What follows belongs to an exercise in optimizing a design on an open flow for small area, a short achievable clock period and few clock cycles per item; a production flow would make more cautious choices.
The RTL was checked by simulation tests, not by an equivalence proof against the original design.

==> inputs of job 1608 <==
## four_corner_bilinear_gradient_unit
module four_corner_bilinear_gradient_unit (
	input  logic              clk,
	input  logic              arst_n,
	input  logic              cfg_we,
	input  logic [2:0]        cfg_index,
	input  logic [fbg_pkg::ColorW-1:0] cfg_data,
	input  logic              in_valid,
	output logic              in_stall,
	input  logic [fbg_pkg::CoordW-1:0] pixel_x,
	input  logic [fbg_pkg::CoordW-1:0] pixel_y,
	output logic              out_valid,
	input  logic              out_stall,
	output logic [fbg_pkg::ChanW-1:0]  red,
	output logic [fbg_pkg::ChanW-1:0]  green,
	output logic [fbg_pkg::ChanW-1:0]  blue
);
make LEC_CHECK=0 CAP_MARGIN=20 CORE_MARGIN=2 CORE_UTILIZATION=55 PLACE_DENSITY=0.65 SETUP_SLACK_MARGIN=4.6 SLEW_MARGIN=20 finish   # period 9.0 ns
run.sh (not shown) runs the stock make flow with config.mk's settings and CLKGATE_MAP_FILE= SYNTH_SCRIPT=/design/flow/synth_recipe.tcl, a recipe that flattens the netlist after the stock synthesis.
==> job 3552: changes against job 1608 <==
--- a/flow/design.v
+++ b/flow/design.v
@@ -3061,22 +3061,22 @@
 			if (wc[i]) sw = 4'(XW - 1 - i);
 			if (hc[i]) sh = 4'(XW - 1 - i);
 		end
 		wn = wc << sw;
 		hn = hc << sh;
 	end
 	logic [3:0] sw_q, sh_q;
-	logic [XW:0] wn_q, hn_q;    
+	logic [XW-1:0] wn_q, hn_q;
 	logic [fbg_pkg::DimW-1:0] wc_q, hc_q;
 	logic [fbg_pkg::CoordW-1:0] wm1_q, hm1_q;
 	always_ff @(posedge clk) begin
 		sw_q <= sw;
 		sh_q <= sh;
-		wn_q <= {1'b0, wn};
-		hn_q <= {1'b0, hn};
+		wn_q <= wn;
+		hn_q <= hn;
 		wc_q <= wc;
 		hc_q <= hc;
 		wm1_q <= 12'(wc - 13'd1);
 		hm1_q <= 12'(hc - 13'd1);
 	end
 	logic [NC-1:0][8:0] dx, dy;    
 	logic [NC-1:0][9:0] kk;        
@@ -3267,29 +3267,29 @@
 			if (v_q[8] && wp_q == 4'(i)) mem_q[i] <= res;
 		end
 	end
 	always_ff @(posedge clk) begin
 		x0_q <= pixel_x;
 		y0_q <= pixel_y;
 			x1_q <= XW'(xc) << sw_q;
-			y1_q <= (cph_q == 3'd2 || (dst_q == D_PASS && dcnt_q == 4'd2)) ? hn_q[XW-1:0]
-				: (cph_q == 3'd3) ? wn_q[XW-1:0] : XW'(yc) << sh_q;
+			y1_q <= (cph_q == 3'd2 || (dst_q == D_PASS && dcnt_q == 4'd2)) ? hn_q
+				: (cph_q == 3'd3) ? wn_q : XW'(yc) << sh_q;
 			x2_q <= x1_q;
 			y2_one <= y_one;
 			y2_two <= y_two;
 			y2_neg <= y_neg;
 			ss2_q <= ss_nx;
 			sc2_q <= sc_nx;
 			x3_one <= d_pass_x ? '0 : x_one;
 			x3_two <= d_pass_x ? '0 : x_two;
 			x3_neg <= d_pass_x ? '0 : x_neg;
 			s3_q <= s_nx;
 			if (cph_q == 3'd4) c1_q <= s_nx;
 			if (cph_q == 3'd5) c2_q <= s_nx;
-			else if (d_pass_y) c2_q[0] <= SW'(wn_q[XW-1:0]);
+			else if (d_pass_y) c2_q[0] <= SW'(wn_q);
 			ys3_q <= ys_nx;
 			yc3_q <= yc_nx;
 			ns4_q <= ns_nx;
 			nc4_q <= nc_nx;
 			ts4_q <= ts_nx;
 			tc4_q <= tc_nx;
 			t5_q <= t_nx;
SETUP_SLACK_MARGIN = 5.0   (was 4.6)
==> job 241: changes against job 1608 <==
--- a/flow/design.v
+++ b/flow/design.v
@@ -3086,104 +3086,122 @@
 			dy[c] = {1'b0, tl_q[c*CW +: CW]} - {1'b0, bl_q[c*CW +: CW]};
 			kk[c] = {2'b0, tr_q[c*CW +: CW]} - {2'b0, tl_q[c*CW +: CW]}
 				- {2'b0, br_q[c*CW +: CW]} + {2'b0, bl_q[c*CW +: CW]};
 		end
 	end
 	logic wr_size;
 	assign wr_size = cfg_we && (cfg_index == fbg_pkg::REG_WIDTH || cfg_index == fbg_pkg::REG_HEIGHT);
-	localparam logic [1:0] D_IDLE = 2'd0, D_PASS = 2'd1, D_DIV = 2'd2;
+	localparam logic [1:0] D_IDLE = 2'd0, D_MUL = 2'd1, D_DIV = 2'd2;
 	logic [1:0] dst_q;
 	logic [3:0] dcnt_q;
-	logic [AW-1:0] area_q, acc_q;
+	logic [AW-1:0] area_q;
 	logic [IW-1:0] inv_q;
 	logic [AW:0] drem_q;
 	logic [AW:0] drem_sub;
 	logic dge;
-	logic d_pass_y, d_pass_x;
-	assign d_pass_y = (dst_q == D_PASS) && (dcnt_q == 4'd3);
-	assign d_pass_x = (dst_q == D_PASS) && (dcnt_q == 4'd4);
+	logic [XW-1:0] dsh_q;    
 	always_comb begin
 		drem_sub = drem_q - {1'b0, acc_q};
 		dge = !drem_sub[AW];
 	end
 	always_ff @(posedge clk or negedge arst_n) begin
 		if (!arst_n) begin
-			dst_q <= D_PASS;
-			dcnt_q <= 4'd1;
+			dst_q <= D_MUL;
+			dcnt_q <= 4'd14;
 		end else if (wr_size) begin
-			dst_q <= D_PASS;
-			dcnt_q <= 4'd1;
-		end else if (dst_q == D_PASS) begin
-			dcnt_q <= dcnt_q + 4'd1;
-			if (dcnt_q == 4'd6) begin
-				dst_q <= D_DIV;
+			dst_q <= D_MUL;
+			dcnt_q <= 4'd14;
+		end else if (dst_q != D_IDLE) begin
+			dcnt_q <= dcnt_q - 4'd1;
+			if (dcnt_q == 4'd0) begin
+				dst_q <= (dst_q == D_MUL) ? D_DIV : D_IDLE;
 				dcnt_q <= 4'd12;
 			end
-		end else if (dst_q == D_DIV) begin
-			dcnt_q <= dcnt_q - 4'd1;
-			if (dcnt_q == 4'd0) dst_q <= D_IDLE;
 		end
 	end
+	logic [AW-1:0] acc_q;
 	always_ff @(posedge clk) begin
 		unique case (dst_q)
-			D_PASS: begin
-				if (d_pass_y) area_q <= '0;
-				if (dcnt_q == 4'd6) acc_q <= n_nx[0][AW-1:0];
+			D_MUL: begin
+				if (dcnt_q == 4'd14) acc_q <= '0;
+				else if (dcnt_q == 4'd13) dsh_q <= hn_q[XW-1:0];
+				else begin
+					dsh_q <= {dsh_q[XW-2:0], 1'b0};
+					acc_q <= {acc_q[AW-2:0], 1'b0} + (dsh_q[XW-1] ? AW'(wn_q[XW-1:0]) : AW'(0));
+				end
 				drem_q <= (AW+1)'(1) << 24;
 			end
 			D_DIV: begin
 				area_q <= acc_q;
 				inv_q <= {inv_q[IW-2:0], dge};
 				drem_q <= {(dge ? drem_sub[AW-1:0] : drem_q[AW-1:0]), 1'b0};
 			end
 			default: ;
 		endcase
 	end
-	logic [2:0] cph_q, cph_nx;
-	logic [NC-1:0][SW-1:0] c1_q, c2_q, c1_in;
-	logic [NC-1:0][9:0] k_src;
-	logic c1_zero;
-	always_comb begin
-		if (cfg_we) cph_nx = 3'd1;
-		else if (cph_q == 3'd5 || cph_q == 3'd0) cph_nx = 3'd0;
-		else cph_nx = cph_q + 3'd1;
-	end
+	logic cbusy_q;
+	logic [3:0] ccnt_q;
+	logic [NC-1:0][SW-1:0] c1_q, c2_q;
+	logic [NC-1:0][9:0] k_q;
+	logic [NC-1:0][8:0] dx_q, dy_q;
+	logic [XW-1:0] chsh_q, cwsh_q;    
 	always_ff @(posedge clk or negedge arst_n) begin
-		if (!arst_n) cph_q <= 3'd1;
-		else cph_q <= cph_nx;
+		if (!arst_n) begin
+			cbusy_q <= 1'b1;
+			ccnt_q <= 4'd14;
+		end else if (cfg_we) begin
+			cbusy_q <= 1'b1;
+			ccnt_q <= 4'd14;
+		end else if (cbusy_q) begin
+			cbusy_q <= (ccnt_q != 4'd0);
+			ccnt_q <= ccnt_q - 4'd1;
+		end
 	end
-	assign c1_zero = (cph_q == 3'd3) || (cph_q == 3'd4);
-	always_comb begin
-		for (int c = 0; c < NC; c++) begin
-			k_src[c] = (cph_q == 3'd2) ? {dx[c][8], dx[c]}
-				: (cph_q == 3'd3) ? {dy[c][8], dy[c]} : kk[c];
-			c1_in[c] = c1_zero ? SW'(0) : c1_q[c];
+	always_ff @(posedge clk) begin
+		dx_q <= dx;
+		dy_q <= dy;
+		if (cbusy_q) begin
+			k_q <= kk;
+			if (ccnt_q == 4'd14) begin
+				c1_q <= '0;
+				c2_q <= '0;
+			end else if (ccnt_q == 4'd13) begin
+				chsh_q <= hn_q[XW-1:0];
+				cwsh_q <= wn_q[XW-1:0];
+			end else begin
+				chsh_q <= {chsh_q[XW-2:0], 1'b0};
+				cwsh_q <= {cwsh_q[XW-2:0], 1'b0};
+				for (int c = 0; c < NC; c++) begin
+					c1_q[c] <= {c1_q[c][SW-2:0], 1'b0} + (chsh_q[XW-1] ? {{(SW-9){dx_q[c][8]}}, dx_q[c]} : SW'(0));
+					c2_q[c] <= {c2_q[c][SW-2:0], 1'b0} + (cwsh_q[XW-1] ? {{(SW-9){dy_q[c][8]}}, dy_q[c]} : SW'(0));
+				end
+			end
 		end
 	end
 	logic [NC-1:0][4:0] k_one_q, k_two_q, k_neg_q, k_one, k_two, k_neg;
 	logic [6:0] inv_one_q, inv_two_q, inv_neg_q, inv_one, inv_two, inv_neg;
 	for (genvar c = 0; c < NC; c++) begin : g_ek
-		fbg_enc10s u_ek (.b(k_src[c]), .one(k_one[c]), .two(k_two[c]), .neg(k_neg[c]));
+		fbg_enc10s u_ek (.b(k_q[c]), .one(k_one[c]), .two(k_two[c]), .neg(k_neg[c]));
 	end
 	fbg_enc13 u_ei (.b(inv_q), .one(inv_one), .two(inv_two), .neg(inv_neg));
 	always_ff @(posedge clk) begin
 		k_one_q <= k_one;
 		k_two_q <= k_two;
 		k_neg_q <= k_neg;
 		inv_one_q <= inv_one;
 		inv_two_q <= inv_two;
 		inv_neg_q <= inv_neg;
 	end
 	localparam int FD = 11;
 	logic busy, stall_q, acc, dlv;
 	logic cbusy_nx, dbusy_nx;
 	logic [3:0] cnt_q, cnt_nx;
-	assign busy = (cph_q != 3'd0) || (dst_q != D_IDLE);
+	assign busy = cbusy_q || (dst_q != D_IDLE);
 	assign in_stall = stall_q;
-	assign cbusy_nx = (cph_nx != 3'd0);
+	assign cbusy_nx = cfg_we || (cbusy_q && ccnt_q != 4'd0);
 	assign dbusy_nx = wr_size || (dst_q != D_IDLE && !(dst_q == D_DIV && dcnt_q == 4'd0));
 	assign acc = in_valid && !in_stall;
 	assign dlv = out_valid && !out_stall;
 	always_comb begin
 		cnt_nx = cnt_q;
 		if (acc && !dlv) cnt_nx = cnt_q + 4'd1;
 		else if (!acc && dlv) cnt_nx = cnt_q - 4'd1;
@@ -3203,36 +3221,37 @@
 	logic [NC-1:0][NW-1:0] ys_nx, yc_nx, ys3_q, yc3_q;
 	logic [NC-1:0][RW-1:0] ns_nx, nc_nx, ns4_q, nc4_q, n_nx, n5_q, n6_q, n7_q;
 	logic [NC-1:0][TW-1:0] ts_nx, tc_nx, ts4_q, tc4_q, t_nx, t5_q;
 	logic [NC-1:0][QW-1:0] es_nx, ec_nx, es6_q, ec6_q;
 	logic [NC-1:0] ci_nx, ci6_q;
 	logic [NC-1:0][QW-1:0] q_nx;
 	logic [NC-1:0][RW-1:0] rs_nx, rc_nx, rs8_q, rc8_q;
-	logic [NC-1:0][CW-1:0] q7_q, b0_nx, b1_nx, b08_q, b18_q;
+	logic [NC-1:0][CW-1:0] q7_q, q8_q;
 	logic [NC-1:0] r_neg;
 	logic [NC-1:0][CW-1:0] res;
 	fbg_enc13 u_ey (.b(y1_q), .one(y_one), .two(y_two), .neg(y_neg));
 	fbg_enc13 u_ex (.b(x2_q), .one(x_one), .two(x_two), .neg(x_neg));
 	for (genvar c = 0; c < NC; c++) begin : g_ch
-		fbg_mul_s u_s (.k_one(k_one_q[c]), .k_two(k_two_q[c]), .k_neg(k_neg_q[c]), .y(y1_q), .c1(c1_in[c]), .ss(ss_nx[c]), .sc(sc_nx[c]));
+		logic [CW-1:0] base0, base1;
+		fbg_mul_s u_s (.k_one(k_one_q[c]), .k_two(k_two_q[c]), .k_neg(k_neg_q[c]), .y(y1_q), .c1(c1_q[c]), .ss(ss_nx[c]), .sc(sc_nx[c]));
 		fbg_add_s u_sa (.a(ss2_q[c]), .b(sc2_q[c]), .s(s_nx[c]));
 		fbg_mul_y u_y (.y_one(y2_one), .y_two(y2_two), .y_neg(y2_neg), .c2(c2_q[c]), .d(area_q), .ys(ys_nx[c]), .yc(yc_nx[c]));
 		fbg_mul_n u_n (.x_one(x3_one), .x_two(x3_two), .x_neg(x3_neg), .s(s3_q[c]), .ys(ys3_q[c]), .yc(yc3_q[c]),
 			.ns(ns_nx[c]), .nc(nc_nx[c]), .ts(ts_nx[c]), .tc(tc_nx[c]));
 		fbg_add_t u_ta (.a(ts4_q[c]), .b(tc4_q[c]), .s(t_nx[c]));
 		fbg_add_n u_na (.a(ns4_q[c]), .b(nc4_q[c]), .s(n_nx[c]));
 		fbg_div_est u_est (.t(t5_q[c]), .inv_one(inv_one_q), .inv_two(inv_two_q), .inv_neg(inv_neg_q), .es(es_nx[c]), .ec(ec_nx[c]), .ci(ci_nx[c]));
 		fbg_add_q u_qa (.a(es6_q[c]), .b(ec6_q[c]), .ci(ci6_q[c]), .s(q_nx[c]));
 		fbg_enc9n u_eq (.b(q_nx[c]), .one(q_one[c]), .two(q_two[c]), .neg(q_neg[c]));
 		fbg_div_fix u_fix (.n(n7_q[c]), .q_one(q7_one[c]), .q_two(q7_two[c]), .q_neg(q7_neg[c]), .d(area_q),
 			.rs(rs_nx[c]), .rc(rc_nx[c]));
 		fbg_add_r u_ra (.a(rs8_q[c]), .b(rc8_q[c]), .s(r_neg[c]));
-		assign b0_nx[c] = bl_q[c*CW +: CW] + q7_q[c];
-		assign b1_nx[c] = bl_q[c*CW +: CW] + q7_q[c] + CW'(1);
-		assign res[c] = r_neg[c] ? b08_q[c] : b18_q[c];
+		assign base0 = bl_q[c*CW +: CW] + q8_q[c];
+		assign base1 = bl_q[c*CW +: CW] + q8_q[c] + CW'(1);
+		assign res[c] = r_neg[c] ? base0 : base1;
 	end
 	logic [8:0] v_q;
 	localparam int FM = FD - 1;
 	logic [FM-1:0][NC*CW-1:0] mem_q;
 	logic [3:0] wp_q, rp_q, fill_q;
 	logic ov_q;
 	logic [NC*CW-1:0] out_q;
@@ -3267,29 +3286,25 @@
 			if (v_q[8] && wp_q == 4'(i)) mem_q[i] <= res;
 		end
 	end
 	always_ff @(posedge clk) begin
 		x0_q <= pixel_x;
 		y0_q <= pixel_y;
 			x1_q <= XW'(xc) << sw_q;
-			y1_q <= (cph_q == 3'd2 || (dst_q == D_PASS && dcnt_q == 4'd2)) ? hn_q[XW-1:0]
-				: (cph_q == 3'd3) ? wn_q[XW-1:0] : XW'(yc) << sh_q;
+			y1_q <= XW'(yc) << sh_q;
 			x2_q <= x1_q;
 			y2_one <= y_one;
 			y2_two <= y_two;
 			y2_neg <= y_neg;
 			ss2_q <= ss_nx;
 			sc2_q <= sc_nx;
-			x3_one <= d_pass_x ? '0 : x_one;
-			x3_two <= d_pass_x ? '0 : x_two;
-			x3_neg <= d_pass_x ? '0 : x_neg;
+			x3_one <= x_one;
+			x3_two <= x_two;
+			x3_neg <= x_neg;
 			s3_q <= s_nx;
-			if (cph_q == 3'd4) c1_q <= s_nx;
-			if (cph_q == 3'd5) c2_q <= s_nx;
-			else if (d_pass_y) c2_q[0] <= SW'(wn_q[XW-1:0]);
 			ys3_q <= ys_nx;
 			yc3_q <= yc_nx;
 			ns4_q <= ns_nx;
 			nc4_q <= nc_nx;
 			ts4_q <= ts_nx;
 			tc4_q <= tc_nx;
 			t5_q <= t_nx;
@@ -3301,15 +3316,14 @@
 			for (int c = 0; c < NC; c++) q7_q[c] <= q_nx[c][CW-1:0];
 			q7_one <= q_one;
 			q7_two <= q_two;
 			q7_neg <= q_neg;
 			n7_q <= n6_q;
 			rs8_q <= rs_nx;
 			rc8_q <= rc_nx;
-			b08_q <= b0_nx;
-			b18_q <= b1_nx;
+			q8_q <= q7_q;
 	end
 	assign out_valid = ov_q;
 	assign red = out_q[23:16];
 	assign green = out_q[15:8];
 	assign blue = out_q[7:0];
 endmodule
==> job 7545: changes against job 1608 <==
--- a/flow/design.v
+++ b/flow/design.v
@@ -3061,22 +3061,22 @@
 			if (wc[i]) sw = 4'(XW - 1 - i);
 			if (hc[i]) sh = 4'(XW - 1 - i);
 		end
 		wn = wc << sw;
 		hn = hc << sh;
 	end
 	logic [3:0] sw_q, sh_q;
-	logic [XW:0] wn_q, hn_q;    
+	logic [XW-1:0] wn_q, hn_q;
 	logic [fbg_pkg::DimW-1:0] wc_q, hc_q;
 	logic [fbg_pkg::CoordW-1:0] wm1_q, hm1_q;
 	always_ff @(posedge clk) begin
 		sw_q <= sw;
 		sh_q <= sh;
-		wn_q <= {1'b0, wn};
-		hn_q <= {1'b0, hn};
+		wn_q <= wn;
+		hn_q <= hn;
 		wc_q <= wc;
 		hc_q <= hc;
 		wm1_q <= 12'(wc - 13'd1);
 		hm1_q <= 12'(hc - 13'd1);
 	end
 	logic [NC-1:0][8:0] dx, dy;    
 	logic [NC-1:0][9:0] kk;        
@@ -3267,29 +3267,29 @@
 			if (v_q[8] && wp_q == 4'(i)) mem_q[i] <= res;
 		end
 	end
 	always_ff @(posedge clk) begin
 		x0_q <= pixel_x;
 		y0_q <= pixel_y;
 			x1_q <= XW'(xc) << sw_q;
-			y1_q <= (cph_q == 3'd2 || (dst_q == D_PASS && dcnt_q == 4'd2)) ? hn_q[XW-1:0]
-				: (cph_q == 3'd3) ? wn_q[XW-1:0] : XW'(yc) << sh_q;
+			y1_q <= (cph_q == 3'd2 || (dst_q == D_PASS && dcnt_q == 4'd2)) ? hn_q
+				: (cph_q == 3'd3) ? wn_q : XW'(yc) << sh_q;
 			x2_q <= x1_q;
 			y2_one <= y_one;
 			y2_two <= y_two;
 			y2_neg <= y_neg;
 			ss2_q <= ss_nx;
 			sc2_q <= sc_nx;
 			x3_one <= d_pass_x ? '0 : x_one;
 			x3_two <= d_pass_x ? '0 : x_two;
 			x3_neg <= d_pass_x ? '0 : x_neg;
 			s3_q <= s_nx;
 			if (cph_q == 3'd4) c1_q <= s_nx;
 			if (cph_q == 3'd5) c2_q <= s_nx;
-			else if (d_pass_y) c2_q[0] <= SW'(wn_q[XW-1:0]);
+			else if (d_pass_y) c2_q[0] <= SW'(wn_q);
 			ys3_q <= ys_nx;
 			yc3_q <= yc_nx;
 			ns4_q <= ns_nx;
 			nc4_q <= nc_nx;
 			ts4_q <= ts_nx;
 			tc4_q <= tc_nx;
 			t5_q <= t_nx;
SETUP_SLACK_MARGIN = 4.8   (was 4.6)
==> comparison <==
In job 1608 the first-iteration DRC count is larger than in job 241, by about 3%. Between job 241 and job 7545, the lower critical path depth is in job 241 (gap 5). Against job 3552, the utilization of job 1608 is lower by 0.74 points. Count of clock-buffer cells in the layout: job 7545 is higher than job 1608 (38). Register-to-register slack: job 3552 is higher than job 241 (0.26 ns). Maximum frequency: job 3552 > job 7545 > job 241 > job 1608. Die area: job 241 is larger than job 1608 (5.1%). Area after synthesis: job 241 is higher than job 7545 (5.2%).
Testbench counts of job 1608, summed over its fixed seeds: cycles 17,376, items 16,384.
Testbench counts of job 3552, summed over its fixed seeds: cycles 17,376, items 16,384.
Testbench counts of job 241, summed over its fixed seeds: cycles 17,664, items 16,384.
Testbench counts of job 7545, summed over its fixed seeds: cycles 17,376, items 16,384.

## port drivers added, routing unchanged
Ports are ideal in the flow. The routed layouts listed here were re-timed in OpenROAD.
Step 1: set_driving_cell puts a clkbuf_16 on clk and a buf_2 on each other input, an assumption about the parent block.
Step 2 also shifts input and output timing later by t, the mid clock arrival at the registers, as if the neighbouring blocks saw the same clock.
Slacks: ideal ports / drivers / drivers and shift; pairs: ideal ports / drivers.
| run | shift t [ns] | setup slack, ns | worst setup path after step 2 | worst data-port slew with drivers (ns) |
|---|---|---|---|---|
| job 1608 | 1.002 | 4.660 / 4.660 / 4.270 | input to register | 0.15 |
| job 3552 | 1.010 | 4.966 / 4.966 / 4.536 | input to register | 0.13 |
| job 241 | 1.011 | 4.707 / 4.707 / 4.707 | register to register | 0.11 |
| job 7545 | 1.021 | 4.859 / 4.859 / 4.472 | input to register | 0.14 |
After both steps setup and hold are still met in every run listed. For job 3552, which loses most, drivers alone change the setup slack by 0.000 ns; drivers and shift together by -0.430 ns.
